Background: an optimization exercise with open tools, aiming at small area, a short achievable clock period and few clock cycles per item. Do not read the settings as production practice.
In this exercise RTL edits were held to simulation tests only and were not proved equivalent to the original.

==> v33: inputs <==
// matvec_top
module matvec_top (
  input  logic                 CLOCK_50,
  input  logic                 KEY,
  input  logic [9:0]           SW,
  output logic [9:0]           LEDR,
  output logic [6:0]           HEX0,
  output logic [6:0]           HEX1,
  output logic [6:0]           HEX2,
  output logic [6:0]           HEX3,
  output logic [6:0]           HEX4,
  output logic [6:0]           HEX5,
  output logic                 mem_rd,
  output logic [31:0]          mem_addr,
  input  logic                 mem_rsp_valid,
  input  logic [63:0]          mem_rsp_data
);
  localparam int S1_W = 40;
  logic [3:0]  cnt;
  logic        vld_q;
  logic [3:0]  tag_q;
  logic [S1_W-1:0] s1_q;
  logic [63:0] b_q;
  logic [7:0][18:0] y_q;
  logic        done;
  assign mem_rd   = KEY && ((cnt == 4'd0) || (mem_rsp_valid && cnt != 4'd9));
  assign mem_addr = {28'd0, cnt};
  always_ff @(posedge CLOCK_50 or negedge KEY) begin
    if (!KEY) begin
      cnt   <= 4'd0;
      vld_q <= 1'b0;
      tag_q <= 4'd0;
      done  <= 1'b0;
    end else begin
      if (mem_rd) cnt <= cnt + 4'd1;
      vld_q <= mem_rsp_valid;
      tag_q <= cnt;
      if (vld_q && tag_q == 4'd9) done <= 1'b1;
    end
  end
  always_ff @(posedge CLOCK_50) begin
    if (cnt == 4'd1) b_q <= mem_rsp_data;
  end
  logic [S1_W-1:0] s1;
  logic [18:0]     dot;
  dot_s1 dot_s1_inst (.a(mem_rsp_data), .b(b_q), .s(s1));
  always_ff @(posedge CLOCK_50) begin
    s1_q <= s1;
  end
  ...
Settings: LEC_CHECK=0, CAP_MARGIN=20, CORE_MARGIN=2, CORE_UTILIZATION=40, CTS_BUF_LIST=sky130_fd_sc_hd__clkbuf_8, CTS_CLUSTER_DIAMETER=80, CTS_CLUSTER_SIZE=18, SETUP_SLACK_MARGIN=4.0, SLEW_MARGIN=20; clock period 10.0 ns.
standard.sh (not shown) runs the stock make flow with config.mk's settings and CLKGATE_MAP_FILE= SYNTH_SCRIPT=/design/flow/synth_recipe.tcl, a recipe that flattens the netlist after the stock synthesis.
==> flow/flow/run.sh <==
#!/bin/bash
# Layout flow: the standard flow, with one step added after synthesis.
# Yosys's full-adder extraction leaves an inverter between many pairs of full
# adders; fixpol.py picks each adder's polarity (a full adder is self-dual) so
# that most of them go, then a combinational equivalence check (flip-flops
# cut) must pass or the netlist is left as synthesis wrote it. Port buffers
# are plain buffers instead of the delay cells the placer picks by default.
# Each tool's output goes to a log of its own in this folder.
set -euo pipefail
W=$(pwd)
R=$W/orfs/results/$FLOW_PLATFORM/matvec_top/base
LIB=$FLOW_HOME/platforms/$FLOW_PLATFORM/lib/sky130_fd_sc_hd__tt_025C_1v80.lib
export BUFFER_PORTS_ARGS="-buffer_cell sky130_fd_sc_hd__buf_2"
# the clock tree without dummy loads
export CTS_ARGS="-sink_clustering_enable -repair_clock_nets -sink_clustering_size 18 -sink_clustering_max_diameter 80 -buf_list sky130_fd_sc_hd__clkbuf_8 -dont_use_dummy_load"

bash standard.sh synth > synth.log 2>&1

cp "$R/1_2_yosys.v" "$W/synth_netlist.v"
if python3 flow/fixpol.py "$W/synth_netlist.v" "$W/fixpol_netlist.v" > fixpol.log 2>&1; then
  mkdir -p "$W/cec"
  python3 flow/cutflops.py "$W/synth_netlist.v" "$W/cec/a.v" >> fixpol.log 2>&1
  python3 flow/cutflops.py "$W/fixpol_netlist.v" "$W/cec/b.v" >> fixpol.log 2>&1
  for x in a b; do
    yosys -q -p "read_liberty -ignore_miss_func $LIB; read_verilog $W/cec/$x.v; hierarchy -top $FLOW_TOP; flatten; techmap; opt_clean; setundef -zero; write_blif $W/cec/$x.blif" > "cec_yosys_$x.log" 2>&1
  done
  yosys-abc -c "cec $W/cec/a.blif $W/cec/b.blif" > cec.log 2>&1 || true
  if grep -q "Networks are equivalent" cec.log; then
    cp "$W/fixpol_netlist.v" "$R/1_2_yosys.v"
    echo "fixpol netlist used" >> fixpol.log
  else
    echo "equivalence not shown: synthesis netlist kept" >> fixpol.log
  fi
fi

bash standard.sh do-1_synth > synth_odb.log 2>&1
bash standard.sh finish > layout.log 2>&1
Other scripts of this flow, unchanged in this note and not shown: flow/flow/cutflops.py, flow/flow/fixpol.py
==> v11: changes against v33 <==
==> flow/flow/run.sh (replaced) <==
#!/bin/bash
# Layout flow: the standard flow, with two steps added after synthesis.
# 1. Yosys's full-adder extraction leaves an inverter between many pairs of
#    full adders; fixpol.py picks each adder's polarity (a full adder is
#    self-dual) so that most of them go.
# 2. The display logic (fan-in of the HEX ports back to the flip-flops) is
#    mapped again by ABC on its own.
# A combinational equivalence check (flip-flops cut) against synthesis's own
# netlist must pass, or the netlist is left as synthesis wrote it. Flip-flops
# are not touched. Port buffers are plain buffers instead of the delay cells
# the placer picks by default, and the clock tree has no dummy loads.
# Each tool's output goes to a log of its own in this folder.
set -euo pipefail
W=$(pwd)
R=$W/orfs/results/$FLOW_PLATFORM/matvec_top/base
LIB=$FLOW_HOME/platforms/$FLOW_PLATFORM/lib/sky130_fd_sc_hd__tt_025C_1v80.lib
export BUFFER_PORTS_ARGS="-buffer_cell sky130_fd_sc_hd__buf_2"
# the clock tree without dummy loads
export CTS_ARGS="-sink_clustering_enable -repair_clock_nets -sink_clustering_size 18 -sink_clustering_max_diameter 80 -buf_list sky130_fd_sc_hd__clkbuf_8 -dont_use_dummy_load"

bash standard.sh synth > synth.log 2>&1

cp "$R/1_2_yosys.v" "$W/synth_netlist.v"
cp "$W/synth_netlist.v" "$W/new_netlist.v"
python3 flow/fixpol.py "$W/synth_netlist.v" "$W/fixpol_netlist.v" > fixpol.log 2>&1 && cp "$W/fixpol_netlist.v" "$W/new_netlist.v"

# the display logic (the fan-in of the HEX ports back to the flip-flops) mapped again by ABC
python3 flow/cone.py "$W/new_netlist.v" HEX > resyn_cells.txt 2> resyn.log || true
if [[ -s resyn_cells.txt ]]; then
  SEL=$(sed 's/^/c:/' resyn_cells.txt | tr '\n' ' ')
  # the platform's don't-use cells (all lpflow and probe cells) stay out
  DU=$(grep -o 'cell *( *"*sky130_fd_sc_hd__\(lpflow\|probe\)[a-z0-9_]*' "$LIB" | sed 's/.*sky130/sky130/' | sort -u | sed 's/^/-dont_use /' | tr '\n' ' ')
  cat > resyn.ys <<EOS
read_liberty -ignore_miss_func $LIB
read_verilog $W/new_netlist.v
hierarchy -top $FLOW_TOP
cd $FLOW_TOP
setattr -set keep_hierarchy 1 t:*
setattr -unset keep_hierarchy $SEL
cd ..
flatten
delete t:\$scopeinfo
opt_clean -purge
abc  -liberty $LIB $DU -D 800
opt_clean -purge
write_verilog -noattr -selected $W/resyn_all.v
EOS
  if yosys -q -l resyn_yosys.log resyn.ys > /dev/null 2>&1; then
    python3 -c "import re,sys; s=open(sys.argv[1]).read(); m=re.search(r'module '+sys.argv[3]+r'\(.*?endmodule\n', s, re.S); open(sys.argv[2],'w').write(m.group(0))" "$W/resyn_all.v" "$W/resyn_netlist.v" "$FLOW_TOP" >> resyn.log 2>&1 \
      && ! grep -q "lpflow\|probe" "$W/resyn_netlist.v" && cp "$W/resyn_netlist.v" "$W/new_netlist.v"
  fi
fi

# combinational equivalence with the flip-flops cut, against synthesis's own netlist
mkdir -p "$W/cec"
python3 flow/cutflops.py "$W/synth_netlist.v" "$W/cec/a.v" >> cec.log 2>&1
python3 flow/cutflops.py "$W/new_netlist.v" "$W/cec/b.v" >> cec.log 2>&1
for x in a b; do
  yosys -q -p "read_liberty -ignore_miss_func $LIB; read_verilog $W/cec/$x.v; hierarchy -top $FLOW_TOP; flatten; techmap; opt_clean; setundef -zero; write_blif $W/cec/$x.blif" > "cec_yosys_$x.log" 2>&1
done
yosys-abc -c "cec $W/cec/a.blif $W/cec/b.blif" >> cec.log 2>&1 || true
if grep -q "Networks are equivalent" cec.log; then
  cp "$W/new_netlist.v" "$R/1_2_yosys.v"
  echo "new netlist used" >> cec.log
else
  echo "equivalence not shown: synthesis netlist kept" >> cec.log
fi

bash standard.sh do-1_synth > synth_odb.log 2>&1
bash standard.sh finish > layout.log 2>&1
==> flow/flow/cone.py (new file) <==
#!/usr/bin/env python3
"""List the combinational cells in the fan-in cone of the given output ports of
a flat sky130hd netlist, stopping at flip-flops and input ports.
usage: cone.py NETLIST.v PORTPREFIX... > cells.txt"""
import re, sys
src = open(sys.argv[1]).read()
pref = sys.argv[2:]
insts = re.findall(r'^\s*(sky130_fd_sc_hd__\w+)\s+(\S+)\s*\((.*?)\);', src, re.S | re.M)
OUTS = {'X', 'Y', 'Q', 'Q_N', 'SUM', 'COUT', 'HI', 'LO'}
FF = re.compile(r'sky130_fd_sc_hd__(e?dfx|dfr|dfs|dfbb|sdf|dlx|conb)')
driver, ins = {}, {}
for t, n, body in insts:
    pins = [(p, v.strip()) for p, v in re.findall(r'\.(\w+)\(\s*((?:\\\S+\s)|[^()]*?)\s*\)', body)]
    ins[n] = (t, [v for p, v in pins if p not in OUTS])
    for p, v in pins:
        if p in OUTS:
            driver[v] = n
todo = [n for n in driver if any(n.startswith(x) for x in pref)]
seen = set()
while todo:
    net = todo.pop()
    c = driver.get(net)
    if c is None or c in seen or FF.match(ins[c][0]):
        continue
    seen.add(c)
    todo += ins[c][1]
for c in sorted(seen):
    print(c)
==> summary of the runs <==
v33 ran to the end with no violations. v11 finished with timing, DRC and antenna clean. Against v33, the area after synthesis of v11 is smaller by about 2.5%. Of v33 and v11, v33 has the higher final area (gap 4.1%, measured against v11). Against v33, the setup slack of v11 is better by 0.21 ns. Between v11 and v33, the lower hold slack is in v33 (gap 0.033 ns).
Testbench counts of v33, summed over its fixed seeds: cycles 6,535, items 256.
Testbench counts of v11, summed over its fixed seeds: cycles 6,535, items 256.

-- afterwards: timing with drivers on the ports --
The flow's constraints put no driver on any port. The routed layouts listed below were extracted and timed again, unchanged, in two steps.
Step 1 assumes that a clkbuf_16 drives the clock port and a buf_2 every other input.
Step 2 also shifts input and output timing later by t, the mid clock arrival at the registers, as if the neighbouring blocks saw the same clock.
Three values: ideal, step 1, step 2; two values: the first two.
| run | t, ns | slack for setup (ns) | clock arrival spread, ns |
|---|---|---|---|
| v33 | 0.633 | 3.785 / 3.708 / 3.520 | 0.084 / 0.083 |
| v11 | 0.630 | 3.991 / 3.832 / 3.486 | 0.076 / 0.076 |
After both steps setup and hold are still met in every run listed. For v11, which loses most, drivers alone change the setup slack by -0.159 ns; drivers and shift together by -0.505 ns.
